From an optimization exercise on the open Yosys and OpenROAD flow, aimed at small area and a short achievable clock period; shortcuts taken in it are not production practice. In this exercise RTL edits were held to simulation tests only and were not proved equivalent to the original. Power figures rest on the tool's default switching activity, not on a simulated workload.

## flow/design.v

```verilog
module ahb_sram_slave #(
  parameter int                    ADDR_WIDTH  = 32,
  parameter int                    DATA_WIDTH  = 32,
  parameter int                    DEPTH       = 64,
  parameter logic [ADDR_WIDTH-1:0] BASE        = 32'h4000_0100,
  parameter int                    WAIT_STATES = 1,
  parameter bit                    READ_ONLY   = 1'b0
) (
  input  logic                  HCLK,
  input  logic                  HRESETn,
  input  logic                  HSELx,
  input  logic [ADDR_WIDTH-1:0] HADDR,
  input  logic                  HWRITE,
  input  logic [2:0]            HSIZE,
  input  logic [2:0]            HBURST,
  input  logic [3:0]            HPROT,
  input  logic [1:0]            HTRANS,
  input  logic                  HMASTLOCK,
  input  logic                  HREADY,
  input  logic [DATA_WIDTH-1:0] HWDATA,
  output logic                  HREADYOUT,
  output logic                  HRESP,
  output logic [DATA_WIDTH-1:0] HRDATA
);
  localparam int BYTES     = DATA_WIDTH / 8;
  localparam int LANE_BITS = $clog2(BYTES);
  localparam int IDX_BITS  = $clog2(DEPTH);
  localparam int WIN_BITS  = LANE_BITS + IDX_BITS;
  logic                  r_busy;     
  logic                  r_resp;     
  logic                  r_wpend;    
  logic [IDX_BITS-1:0]   r_idx;
  logic [BYTES-1:0]      r_strb;
  logic [DATA_WIDTH-1:0] r_rdata;
  logic [DATA_WIDTH-1:0] r_mem [DEPTH];
  logic             w_in_window;
  logic             w_err;
  logic             w_accept;
  logic [BYTES-1:0] w_strb;
  logic             w_unused;
  assign w_in_window = (HADDR[ADDR_WIDTH-1:WIN_BITS] == BASE[ADDR_WIDTH-1:WIN_BITS]);
  assign w_err = ~w_in_window | HSIZE[2] | (HSIZE[1] & HSIZE[0])
               | (HSIZE[0] & HADDR[0]) | (HSIZE[1] & (HADDR[1] | HADDR[0]))
               | (READ_ONLY && HWRITE);
  assign w_strb[0] = HSIZE[1] | (~HADDR[1] & (HSIZE[0] | ~HADDR[0]));
  assign w_strb[1] = HSIZE[1] | (~HADDR[1] & (HSIZE[0] |  HADDR[0]));
  assign w_strb[2] = HSIZE[1] | ( HADDR[1] & (HSIZE[0] | ~HADDR[0]));
  assign w_strb[3] = HSIZE[1] | ( HADDR[1] & (HSIZE[0] |  HADDR[0]));
  assign w_accept = ~r_busy & HSELx & HREADY & HTRANS[1];
  assign w_unused = ^{HBURST, HPROT, HMASTLOCK, HTRANS[0]};
  always_ff @(posedge HCLK or negedge HRESETn) begin
    if (!HRESETn) begin
      r_busy  <= 1'b0;
      r_resp  <= 1'b0;
      r_wpend <= 1'b0;
    end else begin
      r_busy <= w_accept;
      if (r_busy) begin
        r_wpend <= r_wpend;
        r_resp  <= r_resp;
      end else begin
        r_wpend <= w_accept & ~w_err & HWRITE;
        r_resp  <= w_accept & w_err;
      end
    end
  end
  assign HREADYOUT = ~r_busy;
  assign HRESP     = r_resp;
  always_ff @(posedge HCLK) begin
    if (w_accept) begin
      r_idx  <= HADDR[LANE_BITS +: IDX_BITS];
      r_strb <= w_strb;
    end
  end
  logic                  w_commit;
  logic [BYTES-1:0]      w_lane;      
  logic [DEPTH-1:0]      w_sel;       
  logic [DATA_WIDTH-1:0] w_mem [DEPTH];
  assign w_commit = ~r_busy & r_wpend;
  assign w_lane   = {BYTES{w_commit}} & r_strb;
  for (genvar w = 0; w < DEPTH; w++) begin : g_word
    assign w_sel[w] = (r_idx == IDX_BITS'(w));
    for (genvar b = 0; b < BYTES; b++) begin : g_lane
      logic w_we;
      logic w_hold;
      assign w_we   = w_sel[w] & w_lane[b];
      assign w_hold = ~w_we;
      for (genvar i = 0; i < 8; i++) begin : g_bit
        ahb_sram_bit u_bit (
          .clk (HCLK),
          .we  (w_we),
          .hold(w_hold),
          .d   (HWDATA[b*8+i]),
          .q   (w_mem[w][b*8+i])
        );
      end
    end
  end
  localparam int NGRP = (DEPTH + 2) / 3;    
  logic [DATA_WIDTH-1:0] w_rd;
  for (genvar i = 0; i < DATA_WIDTH; i++) begin : g_rbit
    logic [NGRP-1:0] w_part_n;
    for (genvar g = 0; g < NGRP; g++) begin : g_grp
      if (3*g + 2 < DEPTH) begin : g_three
        ahb_sram_ao3n u_ao (
          .s0(w_sel[3*g]), .d0(w_mem[3*g][i]),
          .s1(w_sel[3*g+1]), .d1(w_mem[3*g+1][i]),
          .s2(w_sel[3*g+2]), .d2(w_mem[3*g+2][i]),
          .y_n(w_part_n[g])
        );
      end else begin : g_one
        assign w_part_n[g] = ~(w_sel[3*g] & w_mem[3*g][i]);
      end
    end
    assign w_rd[i] = ~&w_part_n;
  end
  always_ff @(posedge HCLK) begin
    r_rdata <= w_rd;
  end
  assign HRDATA = r_rdata;
endmodule
module ahb_sram_bit (
  input  logic clk,
  input  logic we,
  input  logic hold,
  input  logic d,
  output logic q
);
  always_ff @(posedge clk) begin
    q <= (q & hold) | (d & we);
  end
endmodule
module ahb_sram_ao3n (
  input  logic s0, d0,
  input  logic s1, d1,
  input  logic s2, d2,
  output logic y_n
);
  assign y_n = ~((s0 & d0) | (s1 & d1) | (s2 & d2));
endmodule
```

## flow/run.sh

```bash
#!/bin/bash
# synth_recipe.tcl (not shown) runs the flow's synth.tcl, then flattens the netlist and writes it again
# the make line also repeats each setting of config.mk as NAME=value (left out here)
make -C /OpenROAD-flow-scripts/flow DESIGN_CONFIG=/design/flow/config.mk WORK_HOME=/design/flow/orfs CLKGATE_MAP_FILE= SYNTH_SCRIPT=/design/flow/synth_recipe.tcl finish
```

## flow/config.mk

```make
export PLATFORM = sky130hd
export DESIGN_NAME = ahb_sram_slave
export DESIGN_NICKNAME = ahb_sram_slave
export VERILOG_FILES = /design/flow/design.v
export SDC_FILE = /design/flow/constraint.sdc
export NUM_CORES = 4
export LEC_CHECK = 0
export CAP_MARGIN = 20
export CORE_MARGIN = 2
export CORE_UTILIZATION = 40
export SETUP_SLACK_MARGIN = 0.2
export SLEW_MARGIN = 20
export SYNTH_HIERARCHICAL = 1
```

## flow/constraint.sdc

```tcl
create_clock -name core_clock -period 6.0 [get_ports {HCLK}]
set_input_delay 1.2000 -clock core_clock [delete_from_list [all_inputs] [get_ports {HCLK}]]
set_output_delay 1.2000 -clock core_clock [all_outputs]
set_load 0.01 [all_outputs]
```

==> results of run 1 <==
-- cell families after synthesis --
logic type,count (synthesis)
AO/OA/AOI/OAI,2728
flip-flops,2093
AND/OR/NAND/NOR,916
buffers and inverters,161
-- metrics by stage --
step                cell area [um2]  hold WS [ns]  std cells   util  setup slack [ns]
global placement              76000         0.454       8419  0.427              1.63
detailed placement            76000         0.459       8420  0.427              1.89
CTS                           83300         0.472       8799  0.468              1.90
finish                        83300         0.473       8809  0.469              1.52
global route                  83300         0.491       8799  0.468              1.59
floorplan                     71400         0.440       5898      -              3.68
-- routing by layer --
metal | wire length, um | global-route usage
met5 | 13 | 0
met2 | 112000 | 0.406
met3 | 26800 | 0.0596
met1 | 114000 | 0.395
met4 | 12100 | 0.125
-- per-module statistics from Yosys (local to each module, per instance) --
module / flip-flops and latches / cell area, um2
ahb_sram_ao3n: 0 / 10.0
ahb_sram_bit: 1 / 28.8
ahb_sram_slave: 45 / 5700
-- layout make-up --
class | instances | area [um2]
Fill cell | 16048 | 94500
Inverter | 97 | 364
Timing Repair Buffer | 231 | 1910
Tap cell | 2355 | 2950
Clock inverter | 68 | 1130
Antenna cell | 10 | 25.0
Sequential cell | 2093 | 42000
Clock buffer | 311 | 6180
Multi-Input combinational cell | 3644 | 28700
-- registers in the layout (all words and copies together) (netlist names) --
signal / flops
r_idx: 6
g_word.g_lane.g_bit.u_bit.q: 2048
r_strb: 4
r_busy: 1
r_resp: 1
r_rdata: 32
r_wpend: 1
-- worst register-to-register path, stage by stage (launching register included) --
cell	delay, ns
edfxtp_1	0.51
nand2b_1	0.22
nor3_1	0.12
nand2_1	0.69
inv_2	0.66
a222oi_1	0.77
nand4_1	0.23
nor4_1	0.98
nand3_1	0.15
-- cell usage after synthesis --
cell	n
and4_1	1
nand2b_1	4
a22o_1	2048
edfxtp_1	10
dfxtp_1	2080
nor4b_1	2
nand3_1	65
nor4_1	36
inv_2	7
and2_1	5
buf_1	24
o21a_1	1
nor2b_1	4
a222oi_1	672
clkbuf_2	1
inv_1	90
nand2_1	376
nor2_1	284
nor2_2	1
nor3_1	8
dfrtp_1	3
o22a_1	1
o21bai_1	4
buf_2	12
a32o_1	1
clkbuf_1	27
nand4_1	130
o31ai_1	1
-- final timing paths --
path	startpoint	end	slack [ns]	cells past startpoint
min in group asynchronous	HRESETn	r_resp	0.53	1
worst max-delay path	r_idx[1]	r_rdata[17]	1.52	8
max in group asynchronous	HRESETn	r_wpend	5.31	1
worst min register to register	g_word[63].g_lane[0].g_bit[4].u_bit.q	r_rdata[4]	0.47	2
worst min-delay path	g_word[63].g_lane[0].g_bit[4].u_bit.q	r_rdata[4]	0.47	2
worst max register to register	r_idx[1]	r_rdata[17]	1.52	8
-- power breakdown --
part / switching, W / internal (W) / leakage [nW]
logic: 0.000390 / 0.0000536 / 10.7
registers: 0.00000338 / 0.0139 / 16.9
clock network: 0.00567 / 0.00816 / 3.60
total: 0.00607 / 0.0221 / 31.2
==> summary.txt, run 1 <==
Clock network
  – Clk pin slew, worst setup/hold paths: 0.06 ns
  – Number of gates resized after cts: 0
  – Worst-case clock buffer depth: 3
  – Worst-skew pair later-pin latency: 0.87 ns
  – H-Tree Depth: 4
  – Postcts setup bufs: 0
  – Clock Sinks: 2093
  – CTS root buf: clkbuf_16
  – # hold bufs at CTS: 0
  – TritonCTS clock tree: built
  – TritonCTS Buffers: 207

Routing
  – Drt total wl: 265 mm
  – Vias: 59615
  – Drt wl/cell: 30.0 um
  – DR pass1 iterations: 12
  – DRC Markers: 0
  – Via/cell ratio: 6.77
  – Iter 0 DRT Violations: 9294
  – Final ANT Viol Nets: 0

Synth
  – Yosys cell types: 28
  – Adder-Cell Fraction of Synth Area: 0
  – Post-Synth Simple-Gate Area: 0.0560
  – Syn_nets: 5980
  – Area share of the largest cell type after synthesis: 0.584
  – Synth Instances: 5898
  – Largest cells by area after synthesis: dfxtp_1 58%, a22o_1 25%, a222oi_1 9.4%, nand2_1 2.0%, nor2_1 1.5%
  – Post-synthesis mux area share: 0
  – Yosys reg bits: 2093
  – Synthesized area: 0.0714 mm2
  – Synth Area in Compound Gates: 0.347
  – Area leader, netlist: dfxtp_1
  – Post-synthesis average cell area: 12.1 um2
  – Register area share after synthesis: 0.589
  – Combinational family with the most area after synthesis: compound AO/OA/AOI/OAI gates
  – Synth Area in XOR/XNOR: 0
  – Ys Warns: 9

Setup path
  – Critical Path RT: 6.68 ns
  – Critical path's largest stage delay: 0.98 ns
  – Worst path cell trace: nand2b_1, nor3_1, nand2_1, inv_2, a222oi_1, nand4_1, nor4_1, nand3_1
  – Crit-path leading delay family: simple AND/OR/NAND/NOR gates
  – Largest fanout on the critical path: 36
  – CP max-delay cell: nor4_1
  – CP endpoint kind: flop
  – Critical Path AT: 5.16 ns
  – Worst Setup Start Kind: flop
  – Setup CP Type: reg2reg
  – Worst Path Buf+Inv: 1

STA
  – Max-slew headroom: 0.219
  – F_max: 0.223 GHz
  – Final Hold Vio Count: 0
  – Pins over their slew limit: 0
  – # setup viols final: 0
  – RSZ-0062 raised after global routing: no
  – Final cycle utilization of the critical path: 0.747
  – Maximum clock skew at final layout: 0.0419 ns
  – Total Neg Setup Slack: 0 ns
  – Min Tclk post-route: 4.48 ns
  – Worst-Margin Slew: 1.16 ns

Floorplan
  – Initial Util: 0.401
  – I/O pins: 116
  – Row count: 155
  – Core Footprint: 0.178 mm2
  – Die ar.: 0.182 mm2
  – Die W: 426 um
  – Die Height: 426 um

Flow run
  – Maxcap violations: 0

Worst hold path
  – Worst Hold Class: reg2reg

Power and ir drop
  – Peak VDD IR: 0.277 mV
  – LEAKAGE: 31.2 nW
  – Power Total: 0.0282 W
  – Power Density: 338 mW/mm2

Global route
  – Largest net degree at the start of global routing: 65
  – GRT Overall Usage: 0.279
  – Initial antenna violation count: 6
  – Vias in the first global route: 56084
  – First-pass GRT wire length: 384 mm
  – Total grt overflow: 0

Placed design
  – Port bufs: 106
  – Routability cong.: 0.911
  – Post-DP HPWL: 174 mm

Finish
  – Commonest non-fill, non-tap cells in the layout: 2080 x dfxtp_1, 2048 x a22o_1, 672 x a222oi_1
  – Layout area overhead: 16.8%
  – Commonest non-fill, non-tap cell in the layout: dfxtp_1
  – Nets: 6356
  – Share of cells above drive strength 1: 0.0787

Outcome
  – Status: timing/DRC/antenna clean
==> run 2, diff against run 1 <==
--- a/flow/config.mk
+++ b/flow/config.mk
@@ -7,7 +7,9 @@
 export LEC_CHECK = 0
 export CAP_MARGIN = 20
 export CORE_MARGIN = 2
-export CORE_UTILIZATION = 40
-export SETUP_SLACK_MARGIN = 0.2
+export CORE_UTILIZATION = 65
+export CTS_BUF_LIST = sky130_fd_sc_hd__clkbuf_8 sky130_fd_sc_hd__clkbuf_16
+export CTS_CLUSTER_SIZE = 24
+export SETUP_SLACK_MARGIN = 3.0
 export SLEW_MARGIN = 20
 export SYNTH_HIERARCHICAL = 1
==> summary.txt, run 2 <==
Global route
  – First-pass GRT wire length: 381 mm
  – Initial antenna violation count: 7
  – Vias in the first global route: 59303
  – GRT Overall Usage: 0.445
  – Largest net degree at the start of global routing: 65
  – Total grt overflow: 0

Clock network
  – Clk pin slew, worst setup/hold paths: 0.06 ns
  – # hold bufs at CTS: 0
  – CTS root buf: clkbuf_16
  – TritonCTS clock tree: built
  – H-Tree Depth: 4
  – TritonCTS Buffers: 194
  – Worst-skew pair later-pin latency: 0.81 ns
  – Clock Sinks: 2093
  – Worst-case clock buffer depth: 3

Synth
  – Register area share after synthesis: 0.589
  – Synth cell count leaders: 2080 x dfxtp_1, 2048 x a22o_1, 672 x a222oi_1
  – Post-synthesis async set-or-reset flop share: 0.00143
  – Yosys cell types: 28
  – Synthesized area: 0.0714 mm2
  – Post-synth EDFFs: 10
  – Largest cells by area after synthesis: dfxtp_1 58%, a22o_1 25%, a222oi_1 9.4%, nand2_1 2.0%, nor2_1 1.5%
  – Synth Instances: 5898
  – Syn_nets: 5980
  – Area leader, netlist: dfxtp_1
  – Post-synthesis average cell area: 12.1 um2
  – Ys Warns: 9
  – Most frequent cell after synthesis: dfxtp_1
  – Main flop type after synthesis: dfxtp_1
  – Yosys reg bits: 2093
  – Area share of the largest cell type after synthesis: 0.584

Finish
  – Nets: 6515
  – Number of flip-flops in the largest register: 2048
  – Top reg by flops: g_word.g_lane.g_bit.u_bit.q
  – Commonest non-fill, non-tap cells in the layout: 2072 x dfxtp_1, 2048 x a22o_1, 672 x a222oi_1
  – Largest registers: g_word.g_lane.g_bit.u_bit.q (2048), r_rdata (32), r_idx (6)
  – Share of cells above drive strength 1: 0.126
  – Commonest non-fill, non-tap cell in the layout: dfxtp_1
  – Post-route insts no fill: 7998
  – Layout area overhead: 17.8%

Flow run
  – Maxcap violations: 0

STA
  – Worst-Margin Slew: 1.24 ns
  – Maximum clock skew at final layout: 0.0272 ns
  – Min Tclk post-route: 3.54 ns
  – F_max: 0.282 GHz
  – Pins over their slew limit: 0
  – # setup viols final: 0
  – Final Hold Vio Count: 0
  – WHS: 0.468 ns
  – Max-slew headroom: 0.172
  – Total Neg Setup Slack: 0 ns
  – RSZ-0062 raised after global routing: yes
  – Final cycle utilization of the critical path: 0.590

Power and ir drop
  – Power Total: 0.0266 W
  – Peak VDD IR: 0.288 mV
  – Power Density: 316 mW/mm2
  – LEAKAGE: 32.2 nW

Routing
  – Drt wl/cell: 32.6 um
  – Final ANT Viol Nets: 0
  – Drt total wl: 260 mm
  – DRC Markers: 0
  – DR pass1 iterations: 13
  – Iter 0 DRT Violations: 12353
  – Via/cell ratio: 7.87
  – Vias: 62909

Floorplan
  – Core Footprint: 0.109 mm2
  – Die ar.: 0.112 mm2
  – Initial Util: 0.656
  – Die W: 335 um
  – Die Height: 335 um
  – I/O pins: 116
  – Row count: 121

Setup path
  – Largest fanout on the critical path: 6
  – Setup CP Type: reg2reg
  – Critical Path RT: 6.65 ns
  – Critical Path AT: 4.19 ns
  – Worst Setup Start Kind: flop
  – CP endpoint kind: flop

Placed design
  – Post-DP HPWL: 157 mm
  – Port bufs: 106
  – Routability cong.: 0.936
  – DP Cell Count: 7469

Worst hold path
  – Worst Hold Class: reg2reg

Outcome
  – Status: timing/DRC/antenna clean
==> run 2: cell counts after synthesis <==
Identical to the previous run, type by type.
==> run 2: what timing repair did <==
action,in CTS,in global routing
pin swaps,90,74
gates cloned,13,0
resized for setup,298,69
setup endpoints to repair,1504,715
setup buffers,144,25
==> run 2: final timing paths <==
check                                                 startpoint           to  slack [ns]  depth (start not counted)
setup reg to reg                                        r_idx[0]  r_rdata[20]        2.46                         10
hold reg to reg            g_word[63].g_lane[1].g_bit[1].u_bit.q   r_rdata[9]        0.47                          2
setup / recovery                                        r_idx[0]  r_rdata[20]        2.46                         10
min in group asynchronous                                HRESETn       r_resp        0.59                          1
hold / removal             g_word[63].g_lane[1].g_bit[1].u_bit.q   r_rdata[9]        0.47                          2
max in group asynchronous                                HRESETn       r_busy        5.27                          1
==> run 2: metal layers <==
metal,part of all wire,global-route usage
met5,0.00055,0
met4,0.056,0.240
met2,0.41,0.622
met3,0.15,0.147
met1,0.38,0.609
==> run 2: modules after synthesis (local to each module, per instance) <==
module	flops+latches	copies in the design
ahb_sram_ao3n	0	672
ahb_sram_bit	1	2048
ahb_sram_slave	45	1
==> run 2: critical path, cell delays in order (launching register included) <==
cell        delay, ns
edfxtp_1         0.54
buf_4            0.21
nand2_2          0.12
nor2_2           0.16
nand2_4          0.20
clkinvlp_4       0.18
buf_4            0.19
a222oi_1         0.53
nand4_1          0.66
nor4_2           0.50
nand3_1          0.12
==> run 2: cell families after synthesis <==
| group | Yosys count | share of synthesized area |
|---|---|---|
| flip-flops | 2093 | 0.589 |
| AO/OA/AOI/OAI | 2728 | 0.347 |
| AND/OR/NAND/NOR | 916 | 0.0560 |
| buffers and inverters | 161 | 0.00870 |
==> run 2: cell type report <==
cell class / count / area (um2)
timing repair inverter: 11 / 82.6
clock buffer: 238 / 5540
fill: 6919 / 24800
inverter: 97 / 571
tap: 1414 / 1770
multi-input combinational: 3644 / 29800
sequential: 2093 / 42000
timing repair buffer: 392 / 3590
clock inverter: 105 / 724
antenna: 4 / 10.0
==> run 2: where the power goes <==
group	leakage, nW	switching, W	internal, W
Sequential	16.9	0.00000410	0.0139
Clock	3.29	0.00528	0.00687
Combinational	12.1	0.000410	0.0000733
==> run 2: through the flow <==
stage	cell area, um2	setup slack [ns]	utilization
detailed placement	74700	1.55	0.686
CTS	83600	2.83	0.768
finish	84100	2.46	0.772
floorplan	71400	3.68	-
global route	84100	2.54	0.772
global placement	74700	1.63	0.686
==> run 3, diff against run 2 <==
--- a/flow/design.v
+++ b/flow/design.v
@@ -32,6 +32,8 @@
   logic [IDX_BITS-1:0]   r_idx;
   logic [BYTES-1:0]      r_strb;
   logic [DATA_WIDTH-1:0] r_rdata;
+  logic [DEPTH-1:0]      r_rsel;     
+  logic [BYTES-1:0]      r_lane;     
   logic [DATA_WIDTH-1:0] r_mem [DEPTH];
   logic             w_in_window;
   logic             w_err;
@@ -53,7 +55,9 @@
       r_busy  <= 1'b0;
       r_resp  <= 1'b0;
       r_wpend <= 1'b0;
+      r_lane  <= '0;
     end else begin
+      r_lane <= {BYTES{r_busy & r_wpend}} & r_strb;
       r_busy <= w_accept;
       if (r_busy) begin
         r_wpend <= r_wpend;
@@ -67,23 +71,24 @@
   assign HREADYOUT = ~r_busy;
   assign HRESP     = r_resp;
   always_ff @(posedge HCLK) begin
+    for (int w = 0; w < DEPTH; w++) begin
+      r_rsel[w] <= (HADDR[LANE_BITS +: IDX_BITS] == IDX_BITS'(w));
+    end
+  end
+  always_ff @(posedge HCLK) begin
     if (w_accept) begin
       r_idx  <= HADDR[LANE_BITS +: IDX_BITS];
       r_strb <= w_strb;
     end
   end
-  logic                  w_commit;
-  logic [BYTES-1:0]      w_lane;      
   logic [DEPTH-1:0]      w_sel;       
   logic [DATA_WIDTH-1:0] w_mem [DEPTH];
-  assign w_commit = ~r_busy & r_wpend;
-  assign w_lane   = {BYTES{w_commit}} & r_strb;
   for (genvar w = 0; w < DEPTH; w++) begin : g_word
     assign w_sel[w] = (r_idx == IDX_BITS'(w));
     for (genvar b = 0; b < BYTES; b++) begin : g_lane
       logic w_we;
       logic w_hold;
-      assign w_we   = w_sel[w] & w_lane[b];
+      assign w_we   = w_sel[w] & r_lane[b];
       assign w_hold = ~w_we;
       for (genvar i = 0; i < 8; i++) begin : g_bit
         ahb_sram_bit u_bit (
@@ -103,13 +108,13 @@
     for (genvar g = 0; g < NGRP; g++) begin : g_grp
       if (3*g + 2 < DEPTH) begin : g_three
         ahb_sram_ao3n u_ao (
-          .s0(w_sel[3*g]), .d0(w_mem[3*g][i]),
-          .s1(w_sel[3*g+1]), .d1(w_mem[3*g+1][i]),
-          .s2(w_sel[3*g+2]), .d2(w_mem[3*g+2][i]),
+          .s0(r_rsel[3*g]), .d0(w_mem[3*g][i]),
+          .s1(r_rsel[3*g+1]), .d1(w_mem[3*g+1][i]),
+          .s2(r_rsel[3*g+2]), .d2(w_mem[3*g+2][i]),
           .y_n(w_part_n[g])
         );
       end else begin : g_one
-        assign w_part_n[g] = ~(w_sel[3*g] & w_mem[3*g][i]);
+        assign w_part_n[g] = ~(r_rsel[3*g] & w_mem[3*g][i]);
       end
     end
     assign w_rd[i] = ~&w_part_n;
==> flow/config.mk (replaced) <==
export PLATFORM = sky130hd
export DESIGN_NAME = ahb_sram_slave
export DESIGN_NICKNAME = ahb_sram_slave
export VERILOG_FILES = /design/flow/design.v
export SDC_FILE = /design/flow/constraint.sdc
export NUM_CORES = 4
export LEC_CHECK = 0
export CAP_MARGIN = 20
export CORE_MARGIN = 2
export CORE_UTILIZATION = 60
export SETUP_SLACK_MARGIN = 3.2
export SLEW_MARGIN = 20
export SYNTH_HIERARCHICAL = 1
==> summary.txt, run 3 <==
Outcome
  – Status: timing/DRC/antenna clean

Synth
  – Synth Instances: 5959
  – Yosys cell types: 31
  – Most frequent cell after synthesis: dfxtp_1
  – Area leader, netlist: dfxtp_1
  – Main flop type after synthesis: dfxtp_1
  – Ys Warns: 9
  – Area share of the largest cell type after synthesis: 0.584
  – Synth cell count leaders: 2144 x dfxtp_1, 2048 x a22o_1, 672 x a222oi_1
  – Post-synth EDFFs: 10
  – Syn_nets: 6041
  – Synthesized area: 0.0735 mm2
  – Post-synthesis async set-or-reset flop share: 0.00324
  – Largest cells by area after synthesis: dfxtp_1 58%, a22o_1 24%, a222oi_1 9.2%, nand2_1 1.7%, and2_1 1.7%
  – Post-synthesis average cell area: 12.3 um2
  – Register area share after synthesis: 0.591
  – Yosys reg bits: 2161

STA
  – Final Hold Vio Count: 0
  – Max-slew headroom: 0.133
  – Total Neg Setup Slack: 0 ns
  – # setup viols final: 0
  – Final setup margin: 2.81 ns
  – Worst-Margin Slew: 1.30 ns
  – Min Tclk post-route: 3.19 ns
  – Maximum clock skew at final layout: 0.0261 ns
  – Final cycle utilization of the critical path: 0.531
  – F_max: 0.314 GHz
  – Pins over their slew limit: 0
  – RSZ-0062 raised after global routing: yes

Setup path
  – Critical Path AT: 3.90 ns
  – Worst Setup Start Kind: flop
  – Largest fanout on the critical path: 8
  – FF-to-FF End: g_word[27].g_lane[0].g_bit[5].u_bit.q
  – Worst reg2reg startpoint: r_idx[2]
  – Critical Path RT: 6.71 ns
  – CP endpoint kind: flop
  – Setup CP Type: reg2reg
  – R2R setup slack: 2.81 ns
  – Reg2reg path depth: 5

Floorplan
  – Die Height: 354 um
  – Row count: 128
  – Core Footprint: 0.122 mm2
  – Die ar.: 0.125 mm2
  – Die W: 354 um
  – I/O pins: 116
  – Initial Util: 0.604

Placed design
  – Dpl cell area: 0.0769 mm2
  – Post-DP HPWL: 158 mm
  – Port bufs: 106
  – Routability cong.: 0.936
  – Setup Slack @ Placement: 2.95 ns

Power and ir drop
  – Internal power: 0.0221 W
  – Comb pwr share: 0.018
  – Peak VDD IR: 0.322 mV
  – Power Density: 333 mW/mm2
  – Sw frac: 0.212
  – Net Sw Power: 0.00594 W
  – Seq pwr share: 0.513
  – LEAKAGE: 31.8 nW
  – Clock power frac: 0.469
  – Power Total: 0.0280 W

Clock network
  – TritonCTS Buffers: 205
  – Clock Sinks: 2161
  – Worst-skew pair later-pin latency: 0.84 ns
  – Worst-case clock buffer depth: 3
  – Clk pin slew, worst setup/hold paths: 0.06 ns
  – CTS root buf: clkbuf_16
  – TritonCTS clock tree: built
  – H-Tree Depth: 4

Finish
  – # fillers: 9030
  – Register area: 0.0434 mm2
  – Multi-input gate area: 0.0301 mm2
  – Commonest non-fill, non-tap cell in the layout: dfxtp_1
  – Largest registers: g_word.g_lane.g_bit.u_bit.q (2048), r_rsel (64), r_rdata (32)
  – Share of cells above drive strength 1: 0.0857
  – Final Util: 0.690
  – Layout area overhead: 14.4%
  – Nets: 6381
  – Commonest non-fill, non-tap cells in the layout: 2141 x dfxtp_1, 2048 x a22o_1, 672 x a222oi_1
  – Number of flip-flops in the largest register: 2048
  – Top reg by flops: g_word.g_lane.g_bit.u_bit.q
  – Post-route design area: 0.0840 mm2

Worst hold path
  – Hold Path Cell Cnt: 2
  – Hold_sp: g_word[63].g_lane[3].g_bit[5].u_bit.q
  – Worst Hold Class: reg2reg
  – Hold Path End: r_rdata[29]

Global route
  – First-pass GRT wire length: 367 mm
  – Total grt overflow: 0
  – GRT Overall Usage: 0.385
  – Initial antenna violation count: 5
  – Largest net degree at the start of global routing: 91
  – Vias in the first global route: 56336

Routing
  – DR pass1 iterations: 12
  – Drt total wl: 252 mm
  – Drt wl/cell: 31.1 um
  – DRC Markers: 0
  – Vias: 60007
  – Iter 0 DRT Violations: 9689
  – Via/cell ratio: 7.42
  – Final ANT Viol Nets: 0

Flow run
  – Maxcap violations: 0
## run 3: cell types whose count changed after synthesis, moves of 10 or more
cell | before | now
and2_2 | 0 | 36
and2_1 | 5 | 204
nor2_1 | 284 | 134
dfxtp_1 | 2080 | 2144
inv_1 | 90 | 18
a211oi_1 | 0 | 32
nand3_1 | 65 | 45
buf_2 | 12 | 2
clkbuf_1 | 27 | 65
buf_1 | 24 | 0
nand2_1 | 376 | 342
## run 3: metal layers
layer,vias up,global-route usage,share of wire
met2,3783,0.578,0.44
li1,26168,-,-
met1,29373,0.514,0.39
met4,6,0.204,0.058
met3,677,0.0942,0.11
met5,-,0,0.00015
## run 3: worst max-delay path by stage
stage               startpoint                               endpoint  slack (ns)  cells after the start
global placement    r_rsel[18]                            r_rdata[15]        2.92                      5
floorplan             HADDR[9]                                 r_resp        3.97                      4
finish                r_idx[2]  g_word[27].g_lane[0].g_bit[5].u_bit.q        2.81                      5
CTS                   r_idx[5]  g_word[20].g_lane[0].g_bit[6].u_bit.q        3.06                      4
global route          r_idx[5]  g_word[18].g_lane[2].g_bit[5].u_bit.q        2.85                      4
detailed placement  r_rsel[18]                            r_rdata[15]        2.95                      5
## run 3: kinds of logic (layout without fill, tap and decap cells)
kind of cell / count (synthesis) / after routing / synth area share
AO/OA/AOI/OAI: 2760 / 2760 / 0.340
buffers and inverters: 87 / 589 / 0.00463
flip-flops: 2161 / 2161 / 0.591
other: 0 / 2 / 0
AND/OR/NAND/NOR: 951 / 951 / 0.0648
## run 3: power groups by stage
stage / Combinational [W] / Clock, W / Sequential [W]
after global routing: 0.000492 / 0.0138 / 0.0144
after floorplan: 0.0000289 / 0 / 0.0147
after CTS: 0.000466 / 0.0132 / 0.0144
final: 0.000491 / 0.0131 / 0.0144
after detailed placement: 0.000463 / 0 / 0.0147
after global placement: 0.000459 / 0 / 0.0147
## run 3: Yosys stat by module (local to each module, per instance)
| module | times used | cell area, um2 | cells inside | flops+latches |
|---|---|---|---|---|
| ahb_sram_bit | 2048 | 28.8 | 2 | 1 |
| ahb_sram_ao3n | 672 | 10.0 | 1 | 0 |
| ahb_sram_slave | 1 | 7800 | 1191 | 113 |
## run 3: final cells by class
class                           count  area share
Inverter                           18    0.000804
Antenna cell                        2   0.0000595
Sequential cell                  2161       0.517
Clock inverter                     47     0.00677
Timing Repair Buffer              202      0.0190
Clock buffer                      322      0.0745
Tap cell                         1625      0.0242
Multi-Input combinational cell   3711       0.358
## run 3: critical path, stage by stage (launching register included)
cell      delay [ns]
edfxtp_1        0.47
and2b_1         0.29
nand3_1         0.43
nor2_1          1.09
nand2_1         0.47
a22o_1          0.32
## run 3: repair_timing
action,4_1_cts,5_1_grt
pin swaps,0,1
hold buffers,0,0
setup buffers,1,0
setup endpoints to repair,781,1399
gates cloned,0,0
resized for setup,78,43
## run 3: metrics by stage
step                      std cells  hold WS, ns
after CTS                      8086        0.475
after floorplan                5959        0.439
after detailed placement       7716        0.465
final                          8088        0.474
after global routing           8087        0.493
after global placement         7716        0.463
==> run 4, diff against run 3 <==
--- a/flow/design.v
+++ b/flow/design.v
@@ -28,13 +28,12 @@
   localparam int WIN_BITS  = LANE_BITS + IDX_BITS;
   logic                  r_busy;     
   logic                  r_resp;     
-  logic                  r_wpend;    
-  logic [IDX_BITS-1:0]   r_idx;
-  logic [BYTES-1:0]      r_strb;
+  logic                  r_wr;       
+  logic [BYTES-1:0]      r_strb;     
+  logic [DEPTH-1:0]      r_rsel;     
+  logic [DEPTH-1:0]      r_wsel;     
+  logic [BYTES-1:0]      r_lane;     
   logic [DATA_WIDTH-1:0] r_rdata;
-  logic [DEPTH-1:0]      r_rsel;     
-  logic [BYTES-1:0]      r_lane;     
-  logic [DATA_WIDTH-1:0] r_mem [DEPTH];
   logic             w_in_window;
   logic             w_err;
   logic             w_accept;
@@ -52,43 +51,33 @@
   assign w_unused = ^{HBURST, HPROT, HMASTLOCK, HTRANS[0]};
   always_ff @(posedge HCLK or negedge HRESETn) begin
     if (!HRESETn) begin
-      r_busy  <= 1'b0;
-      r_resp  <= 1'b0;
-      r_wpend <= 1'b0;
-      r_lane  <= '0;
+      r_busy <= 1'b0;
+      r_resp <= 1'b0;
+      r_lane <= '0;
     end else begin
-      r_lane <= {BYTES{r_busy & r_wpend}} & r_strb;
       r_busy <= w_accept;
-      if (r_busy) begin
-        r_wpend <= r_wpend;
-        r_resp  <= r_resp;
-      end else begin
-        r_wpend <= w_accept & ~w_err & HWRITE;
-        r_resp  <= w_accept & w_err;
+      if (!r_busy) begin
+        r_resp <= w_accept & w_err;
       end
+      r_lane <= {BYTES{r_busy & r_wr}} & r_strb;
     end
   end
   assign HREADYOUT = ~r_busy;
   assign HRESP     = r_resp;
   always_ff @(posedge HCLK) begin
+    r_wr   <= w_accept & ~w_err & HWRITE;
+    r_strb <= w_strb;
     for (int w = 0; w < DEPTH; w++) begin
       r_rsel[w] <= (HADDR[LANE_BITS +: IDX_BITS] == IDX_BITS'(w));
     end
+    r_wsel <= r_rsel;
   end
-  always_ff @(posedge HCLK) begin
-    if (w_accept) begin
-      r_idx  <= HADDR[LANE_BITS +: IDX_BITS];
-      r_strb <= w_strb;
-    end
-  end
-  logic [DEPTH-1:0]      w_sel;       
   logic [DATA_WIDTH-1:0] w_mem [DEPTH];
   for (genvar w = 0; w < DEPTH; w++) begin : g_word
-    assign w_sel[w] = (r_idx == IDX_BITS'(w));
     for (genvar b = 0; b < BYTES; b++) begin : g_lane
       logic w_we;
       logic w_hold;
-      assign w_we   = w_sel[w] & r_lane[b];
+      assign w_we   = r_wsel[w] & r_lane[b];
       assign w_hold = ~w_we;
       for (genvar i = 0; i < 8; i++) begin : g_bit
         ahb_sram_bit u_bit (
@@ -108,7 +97,7 @@
     for (genvar g = 0; g < NGRP; g++) begin : g_grp
       if (3*g + 2 < DEPTH) begin : g_three
         ahb_sram_ao3n u_ao (
-          .s0(r_rsel[3*g]), .d0(w_mem[3*g][i]),
+          .s0(r_rsel[3*g]),   .d0(w_mem[3*g][i]),
           .s1(r_rsel[3*g+1]), .d1(w_mem[3*g+1][i]),
           .s2(r_rsel[3*g+2]), .d2(w_mem[3*g+2][i]),
           .y_n(w_part_n[g])
--- a/flow/config.mk
+++ b/flow/config.mk
@@ -8,6 +8,8 @@
 export CAP_MARGIN = 20
 export CORE_MARGIN = 2
 export CORE_UTILIZATION = 60
-export SETUP_SLACK_MARGIN = 3.2
+export CTS_CLUSTER_DIAMETER = 100
+export CTS_CLUSTER_SIZE = 25
+export SETUP_SLACK_MARGIN = 3.3
 export SLEW_MARGIN = 20
 export SYNTH_HIERARCHICAL = 1
==> summary.txt, run 4 <==
Clock network
  – CTS root buf: clkbuf_16
  – Worst-skew pair later-pin latency: 0.74 ns
  – Worst-case clock buffer depth: 3
  – Clk pin slew, worst setup/hold paths: 0.10 ns
  – H-Tree Depth: 3
  – # hold bufs at CTS: 0
  – TritonCTS clock tree: built
  – Clock Sinks: 2219
  – TritonCTS Buffers: 98

Setup path
  – Setup CP Type: reg2reg
  – Critical Path AT: 3.32 ns
  – Largest fanout on the critical path: 33
  – CP endpoint kind: flop
  – Worst Setup Start Kind: flop
  – Critical Path RT: 6.56 ns

Finish
  – Layout area overhead: 8.49%
  – Share of cells above drive strength 1: 0.0460
  – Post-route design area: 0.0797 mm2
  – Commonest non-fill, non-tap cells in the layout: 2194 x dfxtp_1, 2048 x a22o_1, 672 x a222oi_1
  – Number of flip-flops in the largest register: 2048
  – Commonest non-fill, non-tap cell in the layout: dfxtp_1
  – Final Util: 0.655
  – # fillers: 9470
  – Largest registers: g_word.g_lane.g_bit.u_bit.q (2048), r_rsel (64), r_wsel (64)
  – Top reg by flops: g_word.g_lane.g_bit.u_bit.q
  – Nets: 6247

Synth
  – Register area share after synthesis: 0.605
  – Adder-Cell Fraction of Synth Area: 0
  – Post-synthesis mux area share: 0
  – Synth Area in Compound Gates: 0.340
  – Synth Instances: 5896
  – Synthesized area: 0.0734 mm2
  – Post-Synth Simple-Gate Area: 0.0391
  – Area leader, netlist: dfxtp_1
  – Yosys cell types: 27
  – Syn_nets: 5978
  – Post-synthesis async set-or-reset flop share: 0.00270
  – Combinational family with the most area after synthesis: compound AO/OA/AOI/OAI gates
  – Most frequent cell after synthesis: dfxtp_1
  – Largest cells by area after synthesis: dfxtp_1 60%, a22o_1 24%, a222oi_1 9.2%, nand2_1 1.7%, inv_1 1.3%
  – Synth Area in XOR/XNOR: 0
  – Yosys reg bits: 2219
  – Ys Warns: 9
  – Area share of the largest cell type after synthesis: 0.603
  – Synth cell count leaders: 2213 x dfxtp_1, 2048 x a22o_1, 672 x a222oi_1
  – Post-synthesis average cell area: 12.5 um2
  – Main flop type after synthesis: dfxtp_1
  – Post-synth EDFFs: 0

STA
  – Min Tclk post-route: 2.75 ns
  – Final cycle utilization of the critical path: 0.459
  – Max-slew headroom: 0.231
  – Final Hold Vio Count: 0
  – WHS: 0.456 ns
  – Total Neg Setup Slack: 0 ns
  – F_max: 0.363 GHz
  – Maximum clock skew at final layout: 0.0262 ns
  – Pins over their slew limit: 0
  – RSZ-0062 raised after global routing: no
  – Worst-Margin Slew: 1.15 ns
  – # setup viols final: 0

Power and ir drop
  – Power Density: 286 mW/mm2
  – Comb pwr share: 0.020
  – Clock power frac: 0.333
  – Internal power: 0.0179 W
  – Power Total: 0.0228 W
  – LEAKAGE: 31.9 nW
  – Seq pwr share: 0.647
  – Peak VDD IR: 0.287 mV
  – Net Sw Power: 0.00492 W
  – Sw frac: 0.216

Routing
  – Via/cell ratio: 7.39
  – Iter 0 DRT Violations: 9195
  – DRC Markers: 0
  – Final ANT Viol Nets: 0
  – Vias: 57606
  – DR pass1 iterations: 10
  – Drt total wl: 234 mm
  – Drt wl/cell: 30.0 um

Flow run
  – Maxcap violations: 0

Global route
  – Total grt overflow: 0
  – Largest net degree at the start of global routing: 65
  – GRT Overall Usage: 0.357
  – Initial antenna violation count: 8
  – First-pass GRT wire length: 348 mm
  – Vias in the first global route: 54415

Floorplan
  – Die ar.: 0.125 mm2
  – Die Height: 354 um
  – Row count: 128
  – Die W: 354 um
  – Core Footprint: 0.122 mm2
  – Initial Util: 0.604
  – I/O pins: 116

Worst hold path
  – Worst Hold Class: reg2reg

Placed design
  – Dpl cell area: 0.0769 mm2
  – Routability cong.: 0.878
  – Port bufs: 106
  – Post-DP HPWL: 154 mm

Outcome
  – Status: timing/DRC/antenna clean
-- run 4: cell types whose count changed in the layout (fill, tap and decap cells not counted), sizes merged, moves of 9 or more --
cell / delta
edfxtp: -10
nor2: -66
nand2: -9
clkbuf: -218
bufinv: -12
inv: +236
clkinv: -23
and2: -240
dfxtp: +69
-- run 4: stage by stage --
step	cells	setup slack, ns
2_1_floorplan	5896	4.01
3_3_place_gp	7689	3.21
3_5_place_dp	7689	3.19
4_1_cts	7796	3.06
5_1_grt	7796	3.30
6_report	7800	3.25
-- run 4: kinds of logic after synthesis --
logic type / count (synthesis)
flops: 2219
simple gates: 622
buf+inv: 296
compound gates: 2759
-- run 4: per-layer routing --
| metal | track usage | vias up | part of all wire |
|---|---|---|---|
| met2 | 0.567 | 2902 | 0.46 |
| li1 | - | 25368 | - |
| met5 | 0 | - | 0.00048 |
| met3 | 0.0610 | 454 | 0.088 |
| met4 | 0.137 | 10 | 0.043 |
| met1 | 0.488 | 28872 | 0.41 |
-- run 4: Yosys stat by module, one instance, submodules excluded --
module	flip-flops and latches	copies in the design	area (um2)
ahb_sram_bit	1	2048	28.8
ahb_sram_slave	171	1	7770
ahb_sram_ao3n	0	672	10.0
-- run 4: path summary, 6_finish.rpt --
path / to / cells after the start / slack (ns) / startpoint
max in group asynchronous: r_lane[0] / 1 / 5.11 / HRESETn
min in group asynchronous: r_resp / 1 / 0.68 / HRESETn
setup reg to reg: r_rdata[19] / 5 / 3.25 / r_rsel[18]
hold / removal: r_lane[0] / 1 / 0.46 / r_strb[0]
hold reg to reg: r_lane[0] / 1 / 0.46 / r_strb[0]
setup / recovery: r_rdata[19] / 5 / 3.25 / r_rsel[18]
-- run 4: power by group through the flow --
| stage | clock, W | combinational (W) | sequential, W |
|---|---|---|---|
| 6_report | 0.00758 | 0.000451 | 0.0147 |
| 5_1_grt | 0.00815 | 0.000460 | 0.0147 |
| 4_1_cts | 0.00765 | 0.000435 | 0.0147 |
| 3_5_place_dp | 0 | 0.000434 | 0.0151 |
| 3_3_place_gp | 0 | 0.000429 | 0.0151 |
| 2_1_floorplan | 0 | 0.0000196 | 0.0151 |
-- run 4: what timing repair did --
item                       4_1_cts  5_1_grt
setup endpoints to repair       39       15
gates resized for setup         67       15
setup buffers                    1        0
-- run 4: worst max-delay path: stages (launching register included) --
cell and delay (ns):
dfxtp_1 0.31, buf_4 0.28, a222oi_1 0.56, nand4_1 0.37
nor4_1 0.91, nand2_1 0.13
-- run 4: final cells by class --
class                           count  area (um2)  area share
Antenna cell                        4        10.0    0.000126
Clock buffer                      104        2580      0.0324
Clock inverter                      2        17.5    0.000220
Inverter                          258         968      0.0122
Multi-Input combinational cell   3381       27900       0.351
Sequential cell                  2219       44500       0.559
Tap cell                         1625        2030      0.0255
Timing Repair Buffer              207        1620      0.0204
==> run 5, diff against run 4 <==
--- a/flow/design.v
+++ b/flow/design.v
@@ -30,8 +30,7 @@
   logic                  r_resp;     
   logic                  r_wr;       
   logic [BYTES-1:0]      r_strb;     
-  logic [DEPTH-1:0]      r_rsel;     
-  logic [DEPTH-1:0]      r_wsel;     
+  logic [DEPTH-1:0]      r_sel;      
   logic [BYTES-1:0]      r_lane;     
   logic [DATA_WIDTH-1:0] r_rdata;
   logic             w_in_window;
@@ -66,18 +65,19 @@
   assign HRESP     = r_resp;
   always_ff @(posedge HCLK) begin
     r_wr   <= w_accept & ~w_err & HWRITE;
-    r_strb <= w_strb;
-    for (int w = 0; w < DEPTH; w++) begin
-      r_rsel[w] <= (HADDR[LANE_BITS +: IDX_BITS] == IDX_BITS'(w));
+    if (!r_busy) begin
+      r_strb <= w_strb;
+      for (int w = 0; w < DEPTH; w++) begin
+        r_sel[w] <= (HADDR[LANE_BITS +: IDX_BITS] == IDX_BITS'(w));
+      end
     end
-    r_wsel <= r_rsel;
   end
   logic [DATA_WIDTH-1:0] w_mem [DEPTH];
   for (genvar w = 0; w < DEPTH; w++) begin : g_word
     for (genvar b = 0; b < BYTES; b++) begin : g_lane
       logic w_we;
       logic w_hold;
-      assign w_we   = r_wsel[w] & r_lane[b];
+      assign w_we   = r_sel[w] & r_lane[b];
       assign w_hold = ~w_we;
       for (genvar i = 0; i < 8; i++) begin : g_bit
         ahb_sram_bit u_bit (
@@ -97,13 +97,13 @@
     for (genvar g = 0; g < NGRP; g++) begin : g_grp
       if (3*g + 2 < DEPTH) begin : g_three
         ahb_sram_ao3n u_ao (
-          .s0(r_rsel[3*g]),   .d0(w_mem[3*g][i]),
-          .s1(r_rsel[3*g+1]), .d1(w_mem[3*g+1][i]),
-          .s2(r_rsel[3*g+2]), .d2(w_mem[3*g+2][i]),
+          .s0(r_sel[3*g]),   .d0(w_mem[3*g][i]),
+          .s1(r_sel[3*g+1]), .d1(w_mem[3*g+1][i]),
+          .s2(r_sel[3*g+2]), .d2(w_mem[3*g+2][i]),
           .y_n(w_part_n[g])
         );
       end else begin : g_one
-        assign w_part_n[g] = ~(r_rsel[3*g] & w_mem[3*g][i]);
+        assign w_part_n[g] = ~(r_sel[3*g] & w_mem[3*g][i]);
       end
     end
     assign w_rd[i] = ~&w_part_n;
--- a/flow/config.mk
+++ b/flow/config.mk
@@ -7,9 +7,9 @@
 export LEC_CHECK = 0
 export CAP_MARGIN = 20
 export CORE_MARGIN = 2
-export CORE_UTILIZATION = 60
+export CORE_UTILIZATION = 70
 export CTS_CLUSTER_DIAMETER = 100
 export CTS_CLUSTER_SIZE = 25
-export SETUP_SLACK_MARGIN = 3.3
+export SETUP_SLACK_MARGIN = 3.5
 export SLEW_MARGIN = 20
 export SYNTH_HIERARCHICAL = 1
==> summary.txt, run 5 <==
Floorplan
  – Die W: 327 um
  – Initial Util: 0.705
  – Die Height: 327 um
  – I/O pins: 116
  – Core Footprint: 0.103 mm2
  – Row count: 118
  – Die ar.: 0.107 mm2

Power and ir drop
  – Internal power: 0.0175 W
  – Sw frac: 0.223
  – Seq pwr share: 0.638
  – Peak VDD IR: 0.283 mV
  – Net Sw Power: 0.00503 W
  – Clock power frac: 0.328
  – Power Density: 285 mW/mm2
  – LEAKAGE: 32.0 nW
  – Comb pwr share: 0.033

Synth
  – Main flop type after synthesis: dfxtp_1
  – Syn_nets: 5915
  – Most frequent cell after synthesis: dfxtp_1
  – Yosys cell types: 28
  – Synth Instances: 5833
  – Yosys reg bits: 2155
  – Area leader, netlist: dfxtp_1
  – Post-synthesis async set-or-reset flop share: 0.00278
  – Synth cell count leaders: 2081 x dfxtp_1, 2048 x a22o_1, 672 x a222oi_1
  – Synthesized area: 0.0728 mm2
  – Post-synth EDFFs: 68
  – Post-synthesis average cell area: 12.5 um2
  – Ys Warns: 9
  – Largest cells by area after synthesis: dfxtp_1 57%, a22o_1 25%, a222oi_1 9.2%, edfxtp_1 2.8%, nand2_1 1.7%
  – Register area share after synthesis: 0.602
  – Area share of the largest cell type after synthesis: 0.572

Routing
  – Drt wl/cell: 28.6 um
  – Drt total wl: 216 mm
  – Via/cell ratio: 7.69
  – Met3 wire len: 26.0 mm
  – Iter 0 DRT Violations: 10538
  – Vias: 58045
  – DRC Markers: 0
  – Final ANT Viol Nets: 0
  – DR pass1 iterations: 11
  – DR WL met2: 92.2 mm
  – M1 wire length: 87.7 mm
  – Top sig layer: met5

Clock network
  – Worst-case clock buffer depth: 3
  – TritonCTS clock tree: built
  – Clk pin slew, worst setup/hold paths: 0.10 ns
  – TritonCTS Buffers: 96
  – H-Tree Depth: 3
  – CTS root buf: clkbuf_16
  – # hold bufs at CTS: 0
  – Clock Sinks: 2155
  – Worst-skew pair later-pin latency: 0.73 ns

Finish
  – ANT cells: 0
  – Share of cells above drive strength 1: 0.0599
  – Number of flip-flops in the largest register: 2048
  – Nets: 6238
  – # fillers: 6810
  – Top reg by flops: g_word.g_lane.g_bit.u_bit.q
  – Largest registers: g_word.g_lane.g_bit.u_bit.q (2048), r_sel (64), r_rdata (32)
  – Commonest non-fill, non-tap cells in the layout: 2054 x dfxtp_1, 2048 x a22o_1, 672 x a222oi_1
  – Layout area overhead: 8.58%
  – Post-route design area: 0.0791 mm2
  – Register area: 0.0439 mm2
  – Multi-input gate area: 0.0279 mm2
  – Commonest non-fill, non-tap cell in the layout: dfxtp_1

STA
  – Final cycle utilization of the critical path: 0.426
  – Final Hold Vio Count: 0
  – # setup viols final: 0
  – Pins over their slew limit: 0
  – Min Tclk post-route: 2.56 ns
  – F_max: 0.391 GHz
  – Total Neg Setup Slack: 0 ns
  – Maximum clock skew at final layout: 0.0234 ns
  – Max-slew headroom: 0.295
  – Worst-Margin Slew: 1.06 ns
  – RSZ-0062 raised after global routing: yes

Setup path
  – Worst path cell trace: buf_4, a222oi_1, nand4_1, nor4_2, nand2_1
  – FF-to-FF End: r_rdata[29]
  – CP endpoint kind: flop
  – Worst reg2reg startpoint: r_sel[3]
  – Critical path's largest stage delay: 0.67 ns
  – Setup CP Type: reg2reg
  – Largest fanout on the critical path: 36
  – Worst Setup Start Kind: flop
  – Worst setup path end: r_rdata[29]
  – R2R setup slack: 3.44 ns
  – CP max-delay cell: a222oi_1
  – CP startpoint: r_sel[3]
  – Critical Path AT: 3.14 ns
  – Critical Path RT: 6.58 ns
  – Reg2reg path depth: 5

Outcome
  – Status: timing/DRC/antenna clean

Placed design
  – Post-DP HPWL: 134 mm
  – Dpl cell area: 0.0760 mm2
  – Port bufs: 106
  – Routability cong.: 0.879

Flow run
  – Maxcap violations: 0

Global route
  – Initial antenna violation count: 3
  – Largest net degree at the start of global routing: 70
  – Vias in the first global route: 53726
  – GRT Overall Usage: 0.386
  – First-pass GRT wire length: 325 mm
  – Total grt overflow: 0

Worst hold path
  – Worst Hold Class: reg2reg
  – Hold Path Cell Cnt: 1
run 5: changes by cell type in the layout (fill, tap and decap cells not counted), sizes merged, moves of 2 or more:
cell,previous run,this run
dlygate4sd2,30,0
buf,133,222
edfxtp,0,68
clkdlybuf4s15,2,0
diode,4,0
clkbuf,105,114
dfxtp,2213,2081
run 5: final cells by class:
| cell class | count | area share |
|---|---|---|
| Clock buffer | 112 | 0.0325 |
| Clock inverter | 3 | 0.000475 |
| Inverter | 258 | 0.0123 |
| Multi-Input combinational cell | 3381 | 0.352 |
| Sequential cell | 2155 | 0.555 |
| Tap cell | 1380 | 0.0218 |
| Timing Repair Buffer | 264 | 0.0256 |
run 5: modules after synthesis, one instance, submodules excluded:
module / times used / area [um2]
ahb_sram_ao3n: 672 / 10.0
ahb_sram_bit: 2048 / 28.8
ahb_sram_slave: 1 / 7170
run 5: worst min-delay path by stage:
stage                                                     start          to  slack, ns
final                                                 r_strb[0]   r_lane[0]       0.47
after global routing                                  r_strb[0]   r_lane[0]       0.50
after CTS                                             r_strb[0]   r_lane[0]       0.48
after detailed placement                              r_strb[0]   r_lane[0]       0.46
after global placement                                r_strb[1]   r_lane[1]       0.45
after floorplan           g_word[63].g_lane[0].g_bit[0].u_bit.q  r_rdata[0]       0.44
run 5: metal layers:
metal / vias up / GRT usage
met5: - / 0
met4: 6 / 0.166
met3: 498 / 0.0805
met2: 3767 / 0.570
met1: 28371 / 0.551
li1: 25403 / -
run 5: logic make-up after synthesis:
group	after synthesis	synth area share
compound gates	2759	0.343
simple gates	622	0.0394
flops	2155	0.602
buf+inv	297	0.0159
run 5: what timing repair did:
action	in CTS	in global routing
pin swaps	0	2
gates resized for setup	161	8
buffers inserted	43	14
endpoints found under the setup margin	64	24
run 5: power groups by stage:
stage / clock network [W] / registers [W] / logic (W)
after floorplan: 0 / 0.0148 / 0.0000272
after global placement: 0 / 0.0148 / 0.000604
after detailed placement: 0 / 0.0148 / 0.000612
after CTS: 0.00743 / 0.0144 / 0.000694
after global routing: 0.00791 / 0.0144 / 0.000753
final: 0.00741 / 0.0144 / 0.000750
run 5: per-stage QoR:
stage / utilization / total power [W] / worst slack, ns / cells / hold WS (ns)
after floorplan: - / 0.0149 / 3.53 / 5833 / 0.442
after global placement: 0.736 / 0.0154 / 3.20 / 7381 / 0.455
after detailed placement: 0.736 / 0.0154 / 3.20 / 7381 / 0.460
after CTS: 0.764 / 0.0225 / 3.40 / 7539 / 0.482
after global routing: 0.765 / 0.0231 / 3.40 / 7553 / 0.502
final: 0.765 / 0.0226 / 3.44 / 7553 / 0.473
run 5: critical path: cells and delay by family, from the launching register on:
family	cells	cell delay [ns]
buf+inv	1	0.32
simple gates	3	1.03
flops	1	0.38
compound gates	1	0.67
==> run 6, diff against run 5 <==
--- a/flow/design.v
+++ b/flow/design.v
@@ -27,6 +27,7 @@
   localparam int IDX_BITS  = $clog2(DEPTH);
   localparam int WIN_BITS  = LANE_BITS + IDX_BITS;
   logic                  r_busy;     
+  logic                  r_ready;    
   logic                  r_resp;     
   logic                  r_wr;       
   logic [BYTES-1:0]      r_strb;     
@@ -50,18 +51,20 @@
   assign w_unused = ^{HBURST, HPROT, HMASTLOCK, HTRANS[0]};
   always_ff @(posedge HCLK or negedge HRESETn) begin
     if (!HRESETn) begin
-      r_busy <= 1'b0;
-      r_resp <= 1'b0;
+      r_busy  <= 1'b0;
+      r_ready <= 1'b1;
+      r_resp  <= 1'b0;
       r_lane <= '0;
     end else begin
-      r_busy <= w_accept;
+      r_busy  <= w_accept;
+      r_ready <= ~w_accept;
       if (!r_busy) begin
         r_resp <= w_accept & w_err;
       end
       r_lane <= {BYTES{r_busy & r_wr}} & r_strb;
     end
   end
-  assign HREADYOUT = ~r_busy;
+  assign HREADYOUT = r_ready;
   assign HRESP     = r_resp;
   always_ff @(posedge HCLK) begin
     r_wr   <= w_accept & ~w_err & HWRITE;
--- a/flow/config.mk
+++ b/flow/config.mk
@@ -10,6 +10,6 @@
 export CORE_UTILIZATION = 70
 export CTS_CLUSTER_DIAMETER = 100
 export CTS_CLUSTER_SIZE = 25
-export SETUP_SLACK_MARGIN = 3.5
+export SETUP_SLACK_MARGIN = 3.6
 export SLEW_MARGIN = 20
 export SYNTH_HIERARCHICAL = 1
==> summary.txt, run 6 <==
Placed design
  – Post-DP HPWL: 136 mm
  – Routability cong.: 0.882
  – Dpl cell area: 0.0761 mm2
  – Port bufs: 106

Finish
  – Nets: 6237
  – # fillers: 6827
  – Largest registers: g_word.g_lane.g_bit.u_bit.q (2048), r_sel (64), r_rdata (32)
  – Top reg by flops: g_word.g_lane.g_bit.u_bit.q
  – Layout area overhead: 8.69%
  – Commonest non-fill, non-tap cells in the layout: 2055 x dfxtp_1, 2048 x a22o_1, 672 x a222oi_1
  – Post-route design area: 0.0792 mm2
  – Share of cells above drive strength 1: 0.0610
  – Number of flip-flops in the largest register: 2048
  – Commonest non-fill, non-tap cell in the layout: dfxtp_1

Worst hold path
  – Hold Path End: r_lane[1]
  – Worst Hold Class: reg2reg
  – Hold_sp: r_strb[1]
  – Hold Path Cell Cnt: 1

Routing
  – Via/cell ratio: 7.72
  – Drt wl/cell: 28.9 um
  – DR pass1 iterations: 9
  – Drt total wl: 218 mm
  – DRC Markers: 0
  – Vias: 58229
  – Iter 0 DRT Violations: 10068
  – Final ANT Viol Nets: 0

Setup path
  – Worst reg2reg startpoint: r_sel[8]
  – Worst path cell trace: buf_6
  – R2R setup slack: 3.55 ns
  – Worst Setup Start Kind: flop
  – Crit-path leading delay family: flip-flops
  – Critical path's largest stage delay: 0.54 ns
  – Critical Path RT: 4.80 ns
  – CP max-delay cell: dfstp_2
  – Largest fanout on the critical path: 1
  – Critical Path AT: 1.34 ns
  – Reg2reg path depth: 5
  – CP endpoint kind: primary output
  – Setup CP Type: reg2out
  – Worst Path Buf+Inv: 1
  – FF-to-FF End: r_rdata[6]

Global route
  – Vias in the first global route: 53403
  – GRT met3 Usage: 0.0729
  – GR Util met2: 0.579
  – Initial antenna violation count: 6
  – GR Layer Usage met1: 0.561
  – GRT Overall Usage: 0.388
  – First-pass GRT wire length: 326 mm
  – Total grt overflow: 0
  – Largest net degree at the start of global routing: 65
  – Most Used Layer, Global Route: met2

STA
  – Final Hold Vio Count: 0
  – Maximum clock skew at final layout: 0.0237 ns
  – # setup viols final: 0
  – Final cycle utilization of the critical path: 0.424
  – RSZ-0062 raised after global routing: yes
  – F_max: 0.394 GHz
  – Max-slew headroom: 0.307
  – Worst-Margin Slew: 1.04 ns
  – Total Neg Setup Slack: 0 ns
  – Pins over their slew limit: 0
  – Min Tclk post-route: 2.54 ns

Synth
  – Yosys reg bits: 2156
  – Post-synthesis async set-or-reset flop share: 0.00325
  – Post-synth EDFFs: 68
  – Largest cells by area after synthesis: dfxtp_1 57%, a22o_1 25%, a222oi_1 9.2%, edfxtp_1 2.8%, nand2_1 1.7%
  – Synth cell count leaders: 2081 x dfxtp_1, 2048 x a22o_1, 672 x a222oi_1
  – Syn_nets: 5916
  – Synthesized area: 0.0729 mm2
  – Synth Instances: 5834
  – Most frequent cell after synthesis: dfxtp_1
  – Area leader, netlist: dfxtp_1
  – Area share of the largest cell type after synthesis: 0.572
  – Main flop type after synthesis: dfxtp_1
  – Post-synthesis average cell area: 12.5 um2
  – Yosys cell types: 30
  – Ys Warns: 9
  – Register area share after synthesis: 0.602

Floorplan
  – Row count: 118
  – Core Footprint: 0.103 mm2
  – Initial Util: 0.705
  – Die Height: 327 um
  – Die W: 327 um
  – Die ar.: 0.107 mm2
  – I/O pins: 116

Clock network
  – Clock Sinks: 2156
  – Worst-case clock buffer depth: 3
  – Worst-skew pair later-pin latency: 0.72 ns
  – # hold bufs at CTS: 0
  – H-Tree Depth: 3
  – Clk pin slew, worst setup/hold paths: 0.10 ns
  – CTS root buf: clkbuf_16
  – TritonCTS clock tree: built
  – TritonCTS Buffers: 96

Flow run
  – Maxcap violations: 0

Power and ir drop
  – Peak VDD IR: 0.275 mV
  – LEAKAGE: 32.0 nW
  – Power Density: 283 mW/mm2

Outcome
  – Status: timing/DRC/antenna clean
run 6: routing by layer:
| metal | part of all wire | vias to the layer above |
|---|---|---|
| met5 | 0.00026 | - |
| met4 | 0.043 | 10 |
| met3 | 0.12 | 466 |
| met2 | 0.43 | 3775 |
| met1 | 0.40 | 28571 |
| li1 | - | 25407 |
run 6: cell families (layout without fill, tap and decap cells):
group | after synthesis | after routing | synth area share
buffers and inverters | 298 | 627 | 0.0161
flip-flops | 2156 | 2156 | 0.602
other | 0 | 1 | 0
AND/OR/NAND/NOR | 621 | 621 | 0.0394
AO/OA/AOI/OAI | 2759 | 2759 | 0.342
run 6: cell type report:
class / instances / area, um2 / share of cell area
Clock buffer: 105 / 2460 / 0.0310
Multi-Input combinational cell: 3380 / 28000 / 0.353
Clock inverter: 1 / 20.0 / 0.000253
Sequential cell: 2156 / 43900 / 0.554
Antenna cell: 1 / 2.50 / 0.0000316
Inverter: 259 / 972 / 0.0123
Tap cell: 1380 / 1730 / 0.0218
Timing Repair Buffer: 262 / 2150 / 0.0271
run 6: worst max-delay path by stage:
stage | from | end | cells past startpoint
after floorplan | r_busy | r_wr | 4
after global placement | r_sel[54] | r_rdata[2] | 5
after detailed placement | r_sel[54] | r_rdata[2] | 5
after CTS | r_ready | HREADYOUT | 1
after global routing | r_ready | HREADYOUT | 1
final | r_ready | HREADYOUT | 1
run 6: repair_timing:
item | CTS | global route
hold endpoints to repair | 0 | 0
pin swaps | 2 | 11
setup endpoints to repair | 74 | 47
setup buffers | 49 | 6
resized for setup | 195 | 17
run 6: power breakdown:
| group | total, W | switching [W] | internal, W |
|---|---|---|---|
| Sequential | 0.0144 | 0.0000153 | 0.0144 |
| Combinational | 0.000759 | 0.000660 | 0.0000990 |
| Clock | 0.00722 | 0.00430 | 0.00292 |
| Total | 0.0224 | 0.00497 | 0.0174 |
run 6: per-module statistics from Yosys, one instance, submodules excluded:
module / flops+latches / area (um2) / cells / copies in the design
ahb_sram_ao3n: 0 / 10.0 / 1 / 672
ahb_sram_bit: 1 / 28.8 / 2 / 2048
ahb_sram_slave: 108 / 7210 / 1066 / 1
run 6: stage by stage:
step	setup WS, ns	utilization	instances	hold WS, ns	total power (W)
6_report	3.46	0.766	7544	0.481	0.0224
3_5_place_dp	3.18	0.736	7382	0.461	0.0154
5_1_grt	3.41	0.766	7543	0.502	0.0229
2_1_floorplan	3.63	-	5834	0.442	0.0149
3_3_place_gp	3.16	0.736	7382	0.456	0.0154
4_1_cts	3.43	0.765	7537	0.483	0.0224

what the ideal ports hide:
The flow's constraints put no driver on any port. The routed layouts listed below were extracted and timed again, unchanged, in two steps. Step 1: set_driving_cell puts a clkbuf_16 on HCLK and a buf_2 on each other input, an assumption about the parent block. Step 2, shift: input delay + t, output delay - t, t = (earliest + latest rising clock arrival at the registers) / 2. This alone moves slack from input paths to output paths. Slacks: ideal / step 1 / step 2; pairs: ideal / step 1.
run	t, ns	slack for setup (ns)	worst hold slack (ns)	clock arrival spread, ns	pins driven straight from the clock port
run 1	0.930	1.519 / 1.519 / 1.519	0.473 / 0.472 / 0.473	0.049 / 0.049	1
run 2	0.875	2.459 / 2.459 / 2.459	0.468 / 0.468 / 0.468	0.028 / 0.028	1
run 3	0.909	2.811 / 2.811 / 2.811	0.474 / 0.474 / 0.474	0.028 / 0.028	1
run 4	0.802	3.246 / 3.246 / 3.125	0.456 / 0.456 / 0.456	0.029 / 0.029	1
run 5	0.803	3.443 / 3.364 / 3.127	0.473 / 0.473 / 0.473	0.024 / 0.024	1
run 6	0.784	3.459 / 3.379 / 3.192	0.481 / 0.481 / 0.481	0.025 / 0.024	1
After both steps setup and hold are still met in every run listed. The setup slack of run 5, which loses most, moves by -0.079 ns with the drivers and by -0.316 ns with both steps.
